Source: an optimization exercise on an open RTL-to-GDS flow (aim: small area). Production flows keep margins and buffers that such runs may drop. At most, simulation tests tie the RTL to the original design; equivalence was not proved. Only the layout flow was run in runs 2 and 3; the RTL was not checked for function there. Power and IR drop assume default switching activity.

**flow/config.mk**
```make
export PLATFORM = sky130hd
export DESIGN_NAME = tlp_loopback_top
export DESIGN_NICKNAME = tlp_loopback_top
export VERILOG_FILES = /design/flow/design.v
export SDC_FILE = /design/flow/constraint.sdc
export NUM_CORES = 4
export LEC_CHECK = 0
export CAP_MARGIN = 0
export CORE_MARGIN = 2
export CORE_UTILIZATION = 40
export SLEW_MARGIN = 0
export SYNTH_HIERARCHICAL = 1
export SYNTH_MINIMUM_KEEP_SIZE = 0
```
**flow/design.v**
```verilog
`timescale 1ns/1ns
`default_nettype none
package tlp_core_pkg;
    localparam int CORE_DATA_W = 64;
    localparam int CORE_DW_PER_BEAT = 2;
    typedef enum logic [7:0] {
        KEEP_LOW_DW  = 8'h0f,
        KEEP_BOTH_DW = 8'hff
    } core_keep_e;
    typedef struct packed {
        logic [CORE_DATA_W-1:0] data;
        core_keep_e             keep;
        logic                   last;
    } core_beat_t;
endpackage
`default_nettype wire
`timescale 1ns/1ns
`default_nettype none
package tlp_fabric_pkg;
    localparam int FAB_DATA_W = 128;
    localparam int FAB_DW_PER_BEAT = 4;
    typedef struct packed {
        logic [FAB_DATA_W-1:0]      data;
        logic [FAB_DW_PER_BEAT-1:0] keep_dw;
        logic                       first;
        logic                       last;
    } fab_beat_t;
    typedef enum logic {
        UNPACK_LOW  = 1'b0,
        UNPACK_HIGH = 1'b1
    } unpack_state_e;
endpackage
`default_nettype wire
`timescale 1ns/1ns
`default_nettype none
module tlp_aoi222 (
    input  wire [2:0] d,
    input  wire [2:0] s,
    output logic      yn
);
    assign yn = !((d[0] && s[0]) || (d[1] && s[1]) || (d[2] && s[2]));
endmodule
module tlp_rd_mux15 (
    input  wire [14:0] d,
    input  wire [14:0] sel,
    output logic       y
);
    logic [4:0] grp_n;
    for (genvar g = 0; g < 5; g++) begin : g_grp
        tlp_aoi222 u_aoi (
            .d  (d[3*g +: 3]),
            .s  (sel[3*g +: 3]),
            .yn (grp_n[g])
        );
    end
    assign y = !(&grp_n);
endmodule
`default_nettype wire
`timescale 1ns/1ns
`default_nettype none
module tlp_loopback_top #(
    parameter int FIFO_DEPTH = 8
) (
    input  wire         clk_pcie,
    input  wire         rst,
    input  wire  [63:0] rx_data,
    input  wire  [7:0]  rx_keep,
    input  wire         rx_last,
    input  wire         rx_valid,
    output logic        rx_ready,
    output logic [63:0] tx_data,
    output logic [7:0]  tx_keep,
    output logic        tx_last,
    output logic        tx_valid,
    input  wire         tx_ready
);
    localparam int CW    = $clog2(FIFO_DEPTH) + 1;
    localparam int SLOTS = 15;
    logic [63:0] mem    [1:SLOTS];
    logic [SLOTS:1] keep_m;
    logic [SLOTS:1] last_m;
    logic [3:0]    wr_ptr;
    logic [3:0]    rd_ptr;
    logic          wr_half;
    logic          rd_half;
    logic          pend;
    logic [CW-1:0] count;
    logic rx_fire;
    logic tx_fire;
    logic pop;
    logic head_last;
    assign rx_ready = (count <= CW'(FIFO_DEPTH - 2));
    assign tx_valid = (count != '0);
    assign rx_fire  = rx_valid && rx_ready;
    assign tx_fire  = tx_valid && tx_ready;
    assign pop      = tx_fire && (rd_half || head_last);
    logic [3:0] wr_next;
    logic [3:0] rd_next;
    assign wr_next = {wr_ptr[2:0], wr_ptr[3] ^ wr_ptr[2]};
    assign rd_next = {rd_ptr[2:0], rd_ptr[3] ^ rd_ptr[2]};
    always_ff @(posedge clk_pcie) begin
        if (rst) begin
            wr_ptr  <= 4'd1;
            rd_ptr  <= 4'd1;
            wr_half <= 1'b0;
            rd_half <= 1'b0;
            pend    <= 1'b0;
            count   <= '0;
        end else begin
            pend <= rx_fire && (wr_half || rx_last);
            if (rx_fire) begin
                wr_ptr  <= wr_next;
                wr_half <= !wr_half && !rx_last;
            end
            if (tx_fire) begin
                rd_ptr  <= rd_next;
                rd_half <= !rd_half && !head_last;
            end
            case ({pend, pop})
                2'b10:   count <= count + CW'(1);
                2'b01:   count <= count - CW'(1);
                default: count <= count;
            endcase
        end
    end
    always_ff @(posedge clk_pcie) begin
        for (int i = 1; i <= SLOTS; i++) begin
            if (rx_fire && wr_ptr == 4'(i)) begin
                mem[i]    <= rx_data;
                keep_m[i] <= rx_keep[4];
                last_m[i] <= rx_last;
            end
        end
    end
    logic [SLOTS-1:0] rd_sel;
    logic [65:0]      rd_beat;
    always_comb begin
        for (int i = 1; i <= SLOTS; i++) begin
            rd_sel[i-1] = (rd_ptr == 4'(i));
        end
    end
    for (genvar b = 0; b < 66; b++) begin : g_rd
        logic [SLOTS-1:0] col;
        for (genvar i = 1; i <= SLOTS; i++) begin : g_col
            if (b < 64) begin : g_data
                assign col[i-1] = mem[i][b];
            end else if (b == 64) begin : g_keep
                assign col[i-1] = keep_m[i];
            end else begin : g_last
                assign col[i-1] = last_m[i];
            end
        end
        tlp_rd_mux15 u_mux (
            .d   (col),
            .sel (rd_sel),
            .y   (rd_beat[b])
        );
    end
    assign tx_data   = rd_beat[63:0];
    assign tx_keep   = {{4{rd_beat[64]}}, 4'hf};
    assign tx_last   = rd_beat[65];
    assign head_last = rd_beat[65];
endmodule
`default_nettype wire
```
**flow/constraint.sdc**
```tcl
create_clock -name core_clock -period 5.0 [get_ports {clk_pcie}]
set_input_delay 1.0000 -clock core_clock [delete_from_list [all_inputs] [get_ports {clk_pcie}]]
set_output_delay 1.0000 -clock core_clock [all_outputs]
set_load 0.01 [all_outputs]
```
**flow/flow/run.sh**
```bash
#!/bin/bash
# The standard layout (standard.sh) with two changes: the port buffers are plain buf_1
# cells (repair may still size them up), and clock tree synthesis adds no dummy loads.
set -euo pipefail
CTS_ARGS="-sink_clustering_enable -repair_clock_nets -sink_clustering_size 16 -sink_clustering_max_diameter 50 -buf_list sky130_fd_sc_hd__clkbuf_8 -dont_use_dummy_load"
bash standard.sh "BUFFER_PORTS_ARGS=-buffer_cell sky130_fd_sc_hd__buf_1" "CTS_ARGS=${CTS_ARGS}" finish > standard_make.log 2>&1
```
**flow/standard.sh**
```bash
#!/bin/bash
# synth_recipe.tcl (not shown) runs the flow's synth.tcl, then flattens the netlist and writes it again
# the make line also repeats each setting of config.mk as NAME=value (left out here)
make -C /OpenROAD-flow-scripts/flow DESIGN_CONFIG=/design/flow/config.mk WORK_HOME=/design/flow/orfs CLKGATE_MAP_FILE= SYNTH_SCRIPT=/design/flow/synth_recipe.tcl "${@:-finish}"
```
==> results of run 1 <==
through the flow:
step	cells	instance area [sq um]	setup slack, ps
finish	3022	38500	512
global route	3021	38500	387
CTS	3019	38500	502
detailed placement	2929	37300	1090
global placement	2929	37300	1380
floorplan	1593	34900	1140
power by group through the flow:
stage	combinational, W	clock, W	sequential, W
floorplan	0.000451	0	0.00956
CTS	0.000908	0.00413	0.00937
global placement	0.000890	0	0.00956
detailed placement	0.000904	0	0.00956
global route	0.000964	0.00443	0.00938
finish	0.000897	0.00403	0.00938
worst register-to-register path: stages, from the launching register on:
cell	delay [ps]
dfxtp_1	390
inv_1	90
ha_1	240
and2_2	200
buf_12	250
a222oi_1	550
and3_1	240
nand3_1	170
nor2_1	180
nor2_1	70
ha_1	220
ha_1	330
a21oi_1	210
a21oi_1	130
or4_1	480
a21oi_1	150
cells by family (layout without fill, tap and decap cells):
kind of cell,count (synthesis),in the layout,synth area share
simple gates,205,205,0.0332
fa+ha+maj,12,12,0.00452
flops,1005,1005,0.861
other cells,1,7,0.000108
mux,1,1,0.000287
xor+xnor,2,2,0.000503
buf+inv,20,291,0.00312
compound gates,344,344,0.0970
layout make-up:
cell class | instances | share of cell area
sequential | 1005 | 0.779
multi-input combinational | 568 | 0.125
tap | 1155 | 0.0375
clock buffer | 90 | 0.0321
timing repair buffer | 193 | 0.0253
inverter | 8 | 0.000779
antenna | 3 | 0.000195
worst max-delay path by stage:
stage                  endpoint  slack [ps]  cells past startpoint
global route         tx_keep[5]         390                      7
floorplan              count[3]        1140                     13
CTS                 tx_data[44]         500                      7
detailed placement     count[3]        1090                     15
finish               tx_keep[5]         510                      7
global placement    tx_data[16]        1380                      6
flip-flops by register name (all words and copies together), names as in the netlist:
| register | flops |
|---|---|
| wr_half | 1 |
| last_m | 15 |
| count | 4 |
| rd_half | 1 |
| keep_m | 15 |
| rd_ptr | 4 |
| mem | 960 |
| wr_ptr | 4 |
| pend | 1 |
Yosys stat by module (local to each module, per instance):
module / flops+latches / copies in the design / cells inside
tlp_loopback_top: 1005 / 1 / 1128
tlp_rd_mux15: 0 / 66 / 2
tlp_aoi222: 0 / 330 / 1
cells in the final DEF (no fill, tap or decap), drive strengths merged, types with 15 or more instances in the layout:
| master | count |
|---|---|
| nand2 | 15 |
| nand3 | 72 |
| dfxtp | 15 |
| a222oi | 330 |
| edfxtp | 990 |
| and3 | 75 |
| and2 | 19 |
| buf | 193 |
| clkbuf | 90 |
synth_stat cells, types with 2 or more instances:
cell / number / area (sq um)
nand3b_1: 2 / 15.0
a222oi_1: 330 / 3300
and2_1: 19 / 119
edfxtp_1: 990 / 29700
nor2b_1: 2 / 12.5
and4_1: 4 / 35.0
ha_1: 11 / 138
clkbuf_1: 4 / 15.0
buf_4: 7 / 52.6
xor2_1: 2 / 17.5
dfxtp_1: 15 / 300
inv_1: 8 / 30.0
nand3_1: 72 / 360
nand2_1: 14 / 52.6
a21oi_1: 11 / 55.1
nor2_1: 12 / 45.0
and3_1: 75 / 469
nor3_1: 2 / 10.0
per-layer routing:
metal  track usage  routed length, um  share of wire
met2         0.322              43000           0.48
met3        0.0375               8860          0.099
met4        0.0462               1440          0.016
met5             0                 73        0.00082
met1         0.269              35700           0.40
==> summary.txt, run 1 <==
Synth
  – Post-synth EDFFs: 990
  – Main synth FF type: edfxtp_1
  – Yosys reg bits: ~1.0k
  – Asr flop ratio synth: 0
  – Number of distinct library cells after synthesis: 28
  – Synth warn: 8
  – Mapped Cells: between 1.5k and 2k
  – Syn avg cell area: ~22 sq um
  – Synth Cell Area: 34900 sq um
  – Sequential-to-total area share from yosys stat: 0.861

Job
  – MaxCap Viol Count: 0

Drt
  – WL final: 89100 um
  – 1st-pass router iterations: 11
  – Antenna Nets Post-Route: 0
  – Vias per cell: 6.17
  – Avg WL per Cell: just under 30 um
  – DRC Markers: 0
  – DRT iter0 DRCs: 3178
  – Via count: between 15k and 20k

Global route
  – Largest net degree at the start of global routing: 67
  – First-pass GRT wire length: 128000 um
  – Vias in the first global route: approximately 19k
  – Initial antenna violation count: 10
  – Grt ovf: 0
  – Gr usage total: 0.195

Clock network
  – Post-CTS Resized: 0
  – Post-CTS setup buffers: 0
  – CTS Hold Bufs: 0
  – Root Buffer: clkbuf_8
  – Clk pin slew, worst setup/hold paths: 80 ps
  – Clock latency (worst-skew pair): about 760 ps
  – CTS H-tree depth: 3
  – Clock Tree Buf Depth: 3
  – Cts bufs inserted: 90
  – Clk sinks: 1005
  – CTS tree: built

Min path
  – Worst hold path class: register to register
  – Hold Path Origin: wr_half
  – Hold-critical path depth: 2
  – Min-Delay Endpoint: wr_half

Die
  – Core Rows: 108
  – # IOs: between 150 and 200
  – Die ar.: 89500 sq um
  – Starting Density: 0.403
  – Core area: between 80000 and 90000 sq um
  – Chip height: about 300 um
  – Die width: between 200 and 300 um

STA
  – Tightest Pin Transition: roughly 1000 ps
  – Setup TNS: 0 ps
  – Max Fclk: 0.223 GHz
  – Post-route minimum period: ~4500 ps
  – Max Slew Vio Count: 0
  – RSZ-0062 raised after global routing: false
  – Finish-stage setup viols: 0
  – Final Hold Slack: 466 ps
  – Fin. Hold Viols: 0
  – Crit share post-route: 0.898
  – Slew headroom: 0.305
  – Clock skew: around 74 ps

Layout
  – Util after Layout: 0.445
  – Multi-input gate area: a little under 5000 sq um
  – Fillers: 7326
  – FF/Latch Area: roughly 30000 sq um
  – Share of cells above drive strength 1: 0.0944
  – Area grow syn2layout: 10.5%
  – Final net count: approximately 2.0k

Pwr
  – PD cells: 371 nW/um^2
  – P_sw: just over 0.003 W
  – Clock network fraction of design power: 0.282
  – Pint: 0.0112 W
  – Maximum VDD drop: around 0.00021 V
  – Leak: between 10 and 15 nW
  – Reg power frac: 0.655
  – Logic pwr share: 0.063
  – Switch share: 0.215
  – Power Total: around 0.014 W

Critical path
  – Slowest stage delay, CP: roughly 640 ps
  – Crit path buf inv count: 2
  – Worst Setup SP: rd_ptr[0]
  – CP Data Arrival Time: 3490 ps
  – CP max-delay cell: and2_2
  – Worst r2r dst: count[3]
  – Worst reg2reg path depth: 15
  – Crit Path Class: register to output pin
  – R2r setup slk: a little over 1000 ps
  – Crit path required time: 4000 ps
  – Worst r2r src: rd_ptr[3]
  – CP top delay family: simple AND/OR/NAND/NOR gates
  – CP endpoint kind: output pin
  – Crit-path max FO: 28
  – Critical Path Start Type: register
  – CP cell instances: nor2b_1 -> and2_2 -> buf_4 -> a222oi_1 -> and3_1 -> nand3_1 -> buf_1

Place
  – I/O Buffers: 140
  – Gpl congestion: 0.727
  – DP HPWL: between 40000 and 50000 um

Status
  – Status: no timing/DRC/antenna violations
==> run 2, diff against run 1 <==
==> flow/design.v (replaced) <==
`timescale 1ns/1ns
`default_nettype none
package tlp_core_pkg;
    localparam int CORE_DATA_W = 64;
    localparam int CORE_DW_PER_BEAT = 2;
    typedef enum logic [7:0] {
        KEEP_LOW_DW  = 8'h0f,
        KEEP_BOTH_DW = 8'hff
    } core_keep_e;
    typedef struct packed {
        logic [CORE_DATA_W-1:0] data;
        core_keep_e             keep;
        logic                   last;
    } core_beat_t;
endpackage
`default_nettype wire
`timescale 1ns/1ns
`default_nettype none
package tlp_fabric_pkg;
    localparam int FAB_DATA_W = 128;
    localparam int FAB_DW_PER_BEAT = 4;
    typedef struct packed {
        logic [FAB_DATA_W-1:0]      data;
        logic [FAB_DW_PER_BEAT-1:0] keep_dw;
        logic                       first;
        logic                       last;
    } fab_beat_t;
    typedef enum logic {
        UNPACK_LOW  = 1'b0,
        UNPACK_HIGH = 1'b1
    } unpack_state_e;
endpackage
`default_nettype wire
`timescale 1ns/1ns
`default_nettype none
module tlp_loopback_top #(
    parameter int FIFO_DEPTH = 8
) (
    input  wire         clk_pcie,
    input  wire         rst,
    input  wire  [63:0] rx_data,
    input  wire  [7:0]  rx_keep,
    input  wire         rx_last,
    input  wire         rx_valid,
    output logic        rx_ready,
    output logic [63:0] tx_data,
    output logic [7:0]  tx_keep,
    output logic        tx_last,
    output logic        tx_valid,
    input  wire         tx_ready
);
    localparam int AW = $clog2(FIFO_DEPTH);
    localparam int CW = AW + 1;
    logic [63:0] mem_lo [0:FIFO_DEPTH-1];
    logic [63:0] mem_hi [0:FIFO_DEPTH-1];
    logic [FIFO_DEPTH-1:0] two_m;
    logic [FIFO_DEPTH-1:0] keep_m;
    logic [FIFO_DEPTH-1:0] last_m;
    logic [AW-1:0] wr_ptr;
    logic          wr_half;
    logic          pend;
    logic [AW-1:0] rd_ptr;
    logic          rd_half;
    logic [CW-1:0] count;
    logic rx_fire;
    logic done;
    logic tx_fire;
    logic pop;
    logic head_two;
    assign rx_ready = (count <= CW'(FIFO_DEPTH - 2));
    assign tx_valid = (count != '0);
    assign rx_fire  = rx_valid && rx_ready;
    assign done     = wr_half || rx_last;
    assign tx_fire  = tx_valid && tx_ready;
    assign head_two = two_m[rd_ptr];
    assign pop      = tx_fire && (rd_half || !head_two);
    always_ff @(posedge clk_pcie) begin
        if (rst) begin
            wr_ptr  <= '0;
            wr_half <= 1'b0;
            pend    <= 1'b0;
            rd_ptr  <= '0;
            rd_half <= 1'b0;
            count   <= '0;
        end else begin
            pend <= rx_fire && done;
            if (rx_fire) begin
                wr_half <= !done;
                if (done) begin
                    wr_ptr <= wr_ptr + AW'(1);
                end
            end
            if (tx_fire) begin
                rd_half <= !rd_half && head_two;
            end
            if (pop) begin
                rd_ptr <= rd_ptr + AW'(1);
            end
            case ({pend, pop})
                2'b10:   count <= count + CW'(1);
                2'b01:   count <= count - CW'(1);
                default: count <= count;
            endcase
        end
    end
    always_ff @(posedge clk_pcie) begin
        for (int i = 0; i < FIFO_DEPTH; i++) begin
            if (rx_fire && wr_ptr == AW'(i)) begin
                if (wr_half) begin
                    mem_hi[i] <= rx_data;
                end else begin
                    mem_lo[i] <= rx_data;
                end
                if (done) begin
                    two_m[i]  <= wr_half;
                    keep_m[i] <= rx_keep[4];
                    last_m[i] <= rx_last;
                end
            end
        end
    end
    always_comb begin
        tx_data = rd_half ? mem_hi[rd_ptr] : mem_lo[rd_ptr];
        if (rd_half) begin
            tx_keep = {{4{keep_m[rd_ptr]}}, 4'hf};
            tx_last = last_m[rd_ptr];
        end else begin
            tx_keep = {{4{keep_m[rd_ptr] || two_m[rd_ptr]}}, 4'hf};
            tx_last = last_m[rd_ptr] && !two_m[rd_ptr];
        end
    end
endmodule
`default_nettype wire
==> flow/run.sh (new file) <==
#!/bin/bash
# synth_recipe.tcl (not shown) runs the flow's synth.tcl, then flattens the netlist and writes it again
# the make line also repeats each setting of config.mk as NAME=value (left out here)
make -C /OpenROAD-flow-scripts/flow DESIGN_CONFIG=/design/flow/config.mk WORK_HOME=/design/flow/orfs CLKGATE_MAP_FILE= SYNTH_SCRIPT=/design/flow/synth_recipe.tcl finish
--- a/flow/config.mk
+++ b/flow/config.mk
@@ -6,8 +6,6 @@
 export NUM_CORES = 4
 export LEC_CHECK = 0
-export CAP_MARGIN = 0
+export CAP_MARGIN = 20
 export CORE_MARGIN = 2
 export CORE_UTILIZATION = 40
-export SLEW_MARGIN = 0
-export SYNTH_HIERARCHICAL = 1
-export SYNTH_MINIMUM_KEEP_SIZE = 0
+export SLEW_MARGIN = 20
removed: flow/flow/run.sh
removed: flow/standard.sh
==> summary.txt, run 2 <==
Status
  – Status: no timing/DRC/antenna violations

Layout
  – Share of cells above drive strength 1: 0.152 (+0.0577)
  – Finished Layout Cells: 3694 (+22%)
  – FF/Latch Area: 31700 sq um (+5.7%)
  – Util after Layout: 0.473 (+0.0286)
  – Multi-input gate area: 7700 sq um (+60%)
  – Top flop regs: mem_hi (512), mem_lo (512)
  – Fillers: 8147 (+11%)
  – Final net count: 2413 (+23%)
  – Area grow syn2layout: 16.8%
  – Commonest non-fill, non-tap cell in the layout: edfxtp_1
  – Commonest non-fill, non-tap cells in the layout: 1048 x edfxtp_1, 140 x clkdlybuf4s50_1, 130 x a222oi_1, 109 x nand2_1, 106 x clkbuf_16
  – Final non-filler cell area: 46700 sq um (+21%)

Place
  – DP Area: 43400 sq um (+16%)
  – I/O Buffers: 140 (unchanged)
  – Gpl congestion: 0.736 (+1.3%)
  – Pre-CTS WS: 865 ps (-223 ps)
  – Dpl cells: 3500 (+19%)
  – DP HPWL: 51800 um (+14%)

Synth
  – Mapped Cells: 2169 (+36%)
  – Syn avg cell area: 18.4 sq um (-16%)
  – Number of distinct library cells after synthesis: 55 (+96%)
  – Proportion of netlist area held by the largest area contributor: 0.787 (-0.0659)
  – Sequential-to-total area share from yosys stat: 0.793 (-0.0680)
  – Main synth FF type: edfxtp_1
  – Post-synth top cells: 1048 x edfxtp_1, 130 x a222oi_1, 111 x nand2_1, 98 x clkbuf_1, 86 x a221oi_1
  – Asr flop ratio synth: 0 (unchanged)
  – Synth Cell Area: 40000 sq um (+15%)
  – Yosys reg bits: 1061 (+5.6%)
  – Post-synth EDFFs: 1048 (+5.9%)
  – Synth area leader: edfxtp_1
  – Synth warn: 3 (-5)
  – Area contributors post-synth: edfxtp_1 79%, a222oi_1 3.3%, mux2_2 2.2%, a221oi_1 1.9%, a22o_1 1.6%
  – Most frequent cell after synthesis: edfxtp_1

Clock network
  – Post-CTS setup buffers: 0 (unchanged)
  – Root Buffer: clkbuf_16
  – CTS H-tree depth: 3 (unchanged)
  – Clk pin slew, worst setup/hold paths: 60 ps (-20 ps)
  – Clk sinks: 1061 (+5.6%)
  – Post-CTS Resized: 0 (unchanged)
  – CTS Hold Bufs: 0 (unchanged)
  – Clock Tree Buf Depth: 3 (unchanged)
  – Cts bufs inserted: 105 (+17%)
  – Clock latency (worst-skew pair): 690 ps (-70 ps)
  – CTS tree: built

Global route
  – Largest net degree at the start of global routing: 73 (+9.0%)
  – Initial antenna violation count: 8 (-2)
  – First-pass GRT wire length: 151000 um (+18%)
  – Grt ovf: 0 (unchanged)
  – Gr usage total: 0.199 (+0.00438)
  – Vias in the first global route: 22.6k (+19%)

Pwr
  – P_sw: 0.00524 W (+70%)
  – Power Total: 0.0209 W (+46%)
  – Pint: 0.0157 W (+40%)
  – PD cells: 448 nW/um^2 (+21%)
  – Maximum VDD drop: 0.000297 V (+42%)
  – Leak: 14.6 nW (+27%)
  – Clock network fraction of design power: 0.365 (+0.083)
  – Switch share: 0.250 (+0.0350)
  – Logic pwr share: 0.156 (+0.093)
  – Reg power frac: 0.479 (-0.176)

Die
  – Die ar.: 103000 sq um (+15%)
  – Core area: 98700 sq um (+14%)
  – Core Rows: 115 (+6.5%)
  – Chip height: 320 um (+7.0%)
  – Die width: 320 um (+7.0%)
  – Starting Density: 0.405 (+0.00272)
  – # IOs: 152 (unchanged)

Critical path
  – CP endpoint kind: output pin
  – CP cell instances: ha_1 -> ha_4 -> or4_2 -> nor2_1 -> buf_4 -> a211oi_1 -> mux2i_1 -> clkdlybuf4s50_1
  – Crit path buf inv count: 2 (unchanged)
  – Crit Path Class: register to output pin
  – Crit-path max FO: 5 (-82%)
  – CP Data Arrival Time: 3800 ps (+310 ps)
  – Crit path required time: 4000 ps (about the same)
  – CP max-delay cell: or4_2
  – Critical Path Start Type: register
  – CP top delay family: simple AND/OR/NAND/NOR gates
  – Slowest stage delay, CP: 760 ps (+120 ps)

Job
  – MaxCap Viol Count: 0 (unchanged)

STA
  – Clock skew: 47.0 ps (-27.0 ps)
  – Fin. Hold Viols: 0 (unchanged)
  – Crit share post-route: 0.959 (+0.0616)
  – Max Fclk: 0.209 GHz (-6.4%)
  – RSZ-0062 raised after global routing: false
  – Slew headroom: 0.289 (-0.0161)
  – Fin worst setup slack: 204 ps (-308 ps)
  – Tightest Pin Transition: 1070 ps (+24.2 ps)
  – Max Slew Vio Count: 0 (unchanged)
  – Finish-stage setup viols: 0 (unchanged)
  – Post-route minimum period: 4800 ps (+308 ps)

Drt
  – Via count: 22.1k (+19%)
  – DRC Markers: 0 (unchanged)
  – Antenna Nets Post-Route: 0 (unchanged)
  – 1st-pass router iterations: 12 (+1)
  – Avg WL per Cell: 28.0 um (-5.1%)
  – WL final: 103000 um (+16%)
  – DRT iter0 DRCs: 2442 (-23%)
  – Vias per cell: 5.98 (-3.0%)

Min path
  – Worst hold path class: register to register
==> run 2: worst paths after layout <==
check	from	to	slack (ps)	cells after the start
max reg2reg	rd_ptr[2]	count[3]	1480	11
min reg2reg	wr_ptr[1]	wr_ptr[1]	580	2
min	wr_ptr[1]	wr_ptr[1]	580	2
max	rd_ptr[0]	tx_data[19]	200	8
==> run 2: cells by family after synthesis <==
kind of cell / synth area share
adder cells (fa/ha/maj): 0.00519
XOR/XNOR: 0.000657
buffers and inverters: 0.0200
flip-flops: 0.793
multiplexers: 0.0373
AO/OA/AOI/OAI: 0.112
other: 0.0000938
AND/OR/NAND/NOR: 0.0311
==> run 2: through the flow <==
stage | hold slack, ps | setup TNS (ps)
finish | 579 | 0
global route | 610 | 0
CTS | 588 | 0
detailed placement | 578 | 0
global placement | 535 | 0
floorplan | 514 | -179480
==> run 2: final cells by class <==
class,count,area share
multi-input combinational,926,0.165
clock inverter,61,0.0129
timing repair buffer,214,0.0488
tap,1287,0.0345
clock buffer,132,0.0589
sequential,1061,0.679
inverter,12,0.000964
antenna,1,0.0000536
==> run 2: per-layer routing <==
| metal | vias up | GRT usage | wire length [um] |
|---|---|---|---|
| met5 | - | 0 | 81 |
| met1 | 11400 | 0.259 | 41200 |
| met4 | 12 | 0.0575 | 2350 |
| li1 | 9503 | - | - |
| met3 | 186 | 0.0347 | 7660 |
| met2 | 962 | 0.344 | 52100 |
==> run 2: power groups by stage <==
stage / registers (W) / logic, W / clock network [W]
2_1_floorplan: 0.0102 / 0.00171 / 0
3_3_place_gp: 0.0102 / 0.00326 / 0
3_5_place_dp: 0.0102 / 0.00330 / 0
4_1_cts: 0.0100 / 0.00331 / 0.00778
5_1_grt: 0.0100 / 0.00348 / 0.00814
6_report: 0.0100 / 0.00327 / 0.00765
==> run 2: tightest hold or removal path, stage by stage (launching register included) <==
cell and delay, ps:
dfxtp_1 340, mux2i_1 140, nor2_1 50
==> run 3, diff against run 2 <==
--- a/flow/design.v
+++ b/flow/design.v
@@ -31,4 +31,30 @@
     } unpack_state_e;
 endpackage
+`default_nettype wire
+`timescale 1ns/1ns
+`default_nettype none
+module tlp_aoi222 (
+    input  wire [2:0] d,
+    input  wire [2:0] s,
+    output logic      yn
+);
+    assign yn = !((d[0] && s[0]) || (d[1] && s[1]) || (d[2] && s[2]));
+endmodule
+module tlp_rd_mux16 (
+    input  wire [15:0] d,
+    input  wire [15:0] sel,
+    output logic       y
+);
+    logic [5:0] grp_n;
+    for (genvar g = 0; g < 5; g++) begin : g_grp
+        tlp_aoi222 u_aoi (
+            .d  (d[3*g +: 3]),
+            .s  (sel[3*g +: 3]),
+            .yn (grp_n[g])
+        );
+    end
+    assign grp_n[5] = !(d[15] && sel[15]);
+    assign y = !(&grp_n);
+endmodule
 `default_nettype wire
 `timescale 1ns/1ns
@@ -120,6 +146,24 @@
         end
     end
+    logic [2*FIFO_DEPTH-1:0] rd_sel;
+    logic [FIFO_DEPTH-1:0]   rd_word;
+    for (genvar b = 0; b < 64; b++) begin : g_rd
+        logic [2*FIFO_DEPTH-1:0] col;
+        for (genvar i = 0; i < FIFO_DEPTH; i++) begin : g_col
+            assign col[2*i]     = mem_lo[i][b];
+            assign col[2*i + 1] = mem_hi[i][b];
+        end
+        tlp_rd_mux16 u_mux (
+            .d   (col),
+            .sel (rd_sel),
+            .y   (tx_data[b])
+        );
+    end
     always_comb begin
-        tx_data = rd_half ? mem_hi[rd_ptr] : mem_lo[rd_ptr];
+        for (int i = 0; i < FIFO_DEPTH; i++) begin
+            rd_word[i]      = (rd_ptr == AW'(i));
+            rd_sel[2*i]     = rd_word[i] && !rd_half;
+            rd_sel[2*i + 1] = rd_word[i] && rd_half;
+        end
         if (rd_half) begin
             tx_keep = {{4{keep_m[rd_ptr]}}, 4'hf};
--- a/flow/config.mk
+++ b/flow/config.mk
@@ -10,2 +10,4 @@
 export CORE_UTILIZATION = 40
 export SLEW_MARGIN = 20
+export SYNTH_HIERARCHICAL = 1
+export SYNTH_MINIMUM_KEEP_SIZE = 0
==> summary.txt, run 3 <==
Synth
  – Post-synth top cells: 1048 x edfxtp_1, 320 x a222oi_1, 76 x nand2_1, 75 x and3_1, 64 x nand4_1
  – Synth area leader: edfxtp_1
  – Post-synth EDFFs: 1048 (unchanged)
  – Most frequent cell after synthesis: edfxtp_1
  – Synth Cell Area: 37100 sq um (-7.1%)
  – Yosys reg bits: 1061 (unchanged)
  – Main synth FF type: edfxtp_1
  – Synth warn: 9 (+6)
  – Syn avg cell area: 21.3 sq um (+16%)
  – Area contributors post-synth: edfxtp_1 85%, a222oi_1 8.6%, and3_1 1.3%, nand4_1 1.1%, nand2_1 0.77%
  – Asr flop ratio synth: 0 (unchanged)
  – Sequential-to-total area share from yosys stat: 0.854 (+0.0609)
  – Proportion of netlist area held by the largest area contributor: 0.847 (+0.0604)
  – Mapped Cells: 1742 (-20%)
  – Number of distinct library cells after synthesis: 45 (-18%)

Clock network
  – Root Buffer: clkbuf_16
  – Clk pin slew, worst setup/hold paths: 60 ps (about the same)
  – CTS H-tree depth: 3 (unchanged)
  – Clock latency (worst-skew pair): 680 ps (about the same)
  – Clock Tree Buf Depth: 3 (unchanged)
  – Cts bufs inserted: 105 (unchanged)
  – Clk sinks: 1061 (unchanged)
  – Post-CTS setup buffers: 0 (unchanged)
  – CTS tree: built
  – CTS Hold Bufs: 0 (unchanged)

STA
  – Max Fclk: 0.206 GHz (-1.2%)
  – RSZ-0062 raised after global routing: false
  – Finish-stage setup viols: 0 (unchanged)
  – Slew headroom: 0.316 (+0.0278)
  – Tightest Pin Transition: 1020 ps (-45.1 ps)
  – Setup TNS: 0 ps (unchanged)
  – Post-route minimum period: 4860 ps (+59.7 ps)
  – Fin. Hold Viols: 0 (unchanged)
  – Clock skew: 27.3 ps (-19.6 ps)
  – Crit share post-route: 0.971 (+0.0119)
  – Fin worst setup slack: 144 ps (-59.7 ps)
  – Max Slew Vio Count: 0 (unchanged)

Die
  – Die ar.: 95300 sq um (-7.0%)
  – Core area: 91800 sq um (-7.0%)
  – Die width: 309 um (-3.6%)
  – Core Rows: 111 (-3.5%)
  – Starting Density: 0.405 (-0.000566)
  – Chip height: 309 um (-3.6%)
  – # IOs: 152 (unchanged)

Drt
  – DRT iter0 DRCs: 3545 (+45%)
  – Avg WL per Cell: 28.4 um (+1.5%)
  – DRC Markers: 0 (unchanged)
  – Antenna Nets Post-Route: 0 (unchanged)
  – Vias per cell: 5.99 (+0.19%)
  – 1st-pass router iterations: 10 (-2)
  – Via count: 20.3k (-8.2%)
  – WL final: 96200 um (-7.0%)

Place
  – Pre-CTS WS: 571 ps (-294 ps)
  – I/O Buffers: 140 (unchanged)
  – DP Area: 41200 sq um (-5.0%)
  – DP HPWL: 50800 um (-2.0%)
  – Gpl congestion: 0.740 (+0.48%)

Global route
  – Largest net degree at the start of global routing: 65 (-11%)
  – Vias in the first global route: 20.2k (-11%)
  – Gr usage total: 0.199 (about the same)
  – Grt ovf: 0 (unchanged)
  – First-pass GRT wire length: 137000 um (-8.7%)
  – Initial antenna violation count: 10 (+2)

Min path
  – Worst hold path class: register to register
  – Hold-critical path depth: 2 (unchanged)
  – Hold Path Origin: wr_ptr[0]
  – Min-Delay Endpoint: wr_ptr[0]

Layout
  – Area grow syn2layout: 20.1%
  – Commonest non-fill, non-tap cells in the layout: 1048 x edfxtp_1, 320 x a222oi_1, 140 x clkdlybuf4s50_1, 105 x clkbuf_16, 76 x nand2_1
  – Final net count: 2144 (-11%)
  – Top flop regs: mem_hi (512), mem_lo (512)
  – Fillers: 7386 (-9.3%)
  – Commonest non-fill, non-tap cell in the layout: edfxtp_1
  – Final non-filler cell area: 44600 sq um (-4.6%)
  – Share of cells above drive strength 1: 0.125 (-0.0271)

Critical path
  – Worst r2r src: count[1]
  – Worst reg2reg path depth: 5 (-6)
  – Crit-path max FO: 31 (+26)
  – Worst r2r dst: mem_hi[2][48]
  – Crit Path Class: register to output pin
  – R2r setup slk: 2020 ps (+540 ps)
  – Critical Path Start Type: register
  – CP Data Arrival Time: 3860 ps (+60 ps)
  – Crit path required time: 4000 ps (about the same)
  – CP endpoint kind: output pin

Pwr
  – Leak: 13.8 nW (-5.5%)
  – Maximum VDD drop: 0.000278 V (-6.2%)
  – PD cells: 445 nW/um^2 (-0.71%)

Status
  – Status: no timing/DRC/antenna violations

Job
  – MaxCap Viol Count: 0 (unchanged)
run 3: cell count changes in the layout (fill, tap and decap cells not counted), sizes merged, moves of 30 or more:
cell,previous run,this run
a222oi,130,320
a221oi,86,0
mux2,79,1
a22o,71,0
nand4,0,64
and3,22,75
nand2,111,77
a22oi,31,1
nand3,36,6
nor3,34,4
o21ai,31,1
run 3: worst max-delay path, stage by stage, from the launching register on:
cell	delay, ps
dfxtp_1	650
inv_1	280
nor2_1	250
and2_4	600
buf_4	340
a222oi_1	130
and3_1	200
nand4_1	150
clkdlybuf4s50_1	570
run 3: timing repair:
item / in CTS / in global routing
resized for setup: 2 / 4
hold endpoints to repair: 0 / 0
setup endpoints to repair: 41 / 9
run 3: metal layers:
metal | GRT usage | up-vias | wire, um
li1 | - | 8587 | -
met1 | 0.273 | 10500 | 37600
met2 | 0.326 | 1087 | 46600
met3 | 0.0382 | 142 | 9800
met4 | 0.0594 | 10 | 2030
met5 | 0 | - | 75
run 3: area by class of cell:
class,count,area [sq um],share of cell area
Antenna cell,5,12.5,0.000281
Clock buffer,128,2740,0.0615
Clock inverter,64,619,0.0139
Inverter,12,45.0,0.00101
Multi-Input combinational cell,654,5450,0.122
Sequential cell,1061,31700,0.711
Tap cell,1243,1560,0.0349
Timing Repair Buffer,217,2440,0.0548
run 3: how the worst max path moves through the flow:
stage / from / to / slack (ps) / cells after the start
6_report: rd_ptr[2] / tx_data[29] / 140 / 8
2_1_floorplan: rx_valid / mem_hi[0][0] / 440 / 4
3_3_place_gp: rd_ptr[2] / tx_data[46] / 680 / 8
3_5_place_dp: rd_ptr[2] / tx_data[46] / 570 / 8
5_1_grt: rd_ptr[2] / tx_data[2] / 10 / 8
4_1_cts: rd_ptr[2] / tx_data[41] / 90 / 8
run 3: cell families after synthesis:
| kind of cell | after synthesis | share of synthesized area |
|---|---|---|
| flip-flops | 1061 | 0.854 |
| AO/OA/AOI/OAI | 341 | 0.0906 |
| AND/OR/NAND/NOR | 279 | 0.0397 |
| buffers and inverters | 30 | 0.00401 |
| adder cells (fa/ha/maj) | 16 | 0.00559 |
| multiplexers | 11 | 0.00509 |
| XOR/XNOR | 3 | 0.000707 |
| other | 1 | 0.000101 |
run 3: Yosys stat by module, one instance, submodules excluded:
module | area, sq um | cells | flops+latches | times used
tlp_aoi222 | 10.0 | 1 | 0 | 320
tlp_loopback_top | 32900 | 1230 | 1061 | 1
tlp_rd_mux16 | 16.3 | 3 | 0 | 64
run 3: power by group:
group          internal, W  switching [W]  leakage (nW)  total (W)
logic             0.000963        0.00122          2.55    0.00218
clock network      0.00442        0.00323          1.65    0.00765
registers          0.00995      0.0000530          9.58     0.0100
run 3: stage by stage:
stage	cells	power (W)	hold WS (ps)	util
after floorplan	1745	0.0111	514	-
after global placement	3187	0.0124	531	0.449
after detailed placement	3187	0.0124	562	0.449
after CTS	3379	0.0200	582	0.486
after global routing	3382	0.0204	608	0.486
final	3384	0.0198	575	0.486

[static timing again, ports no longer ideal]
Ports are ideal in the flow. The routed layouts listed here were re-timed in OpenROAD.
Step 1, drivers: a clkbuf_16 drives clk_pcie and a buf_2 each remaining input, both assumed.
Step 2 adds t to the input delays and takes it off the output delays; t is the mean of the earliest and latest rising clock arrival at the registers after step 1. Input paths then give back, and output paths get back, about the clock's delay inside the block.
Slacks: ideal / step 1 / step 2; pairs: ideal / step 1.
| run | t (ns) | setup WS [ns] | hold WS [ns] |
|---|---|---|---|
| run 1 | 0.764 | 0.512 / 0.448 / 1.016 | 0.466 / 0.466 / 0.466 |
| run 2 | 0.728 | 0.204 / 0.138 / 0.867 | 0.579 / 0.579 / 0.579 |
| run 3 | 0.725 | 0.144 / 0.080 / 0.805 | 0.575 / 0.575 / 0.575 |
After both steps every run listed still meets setup and hold.
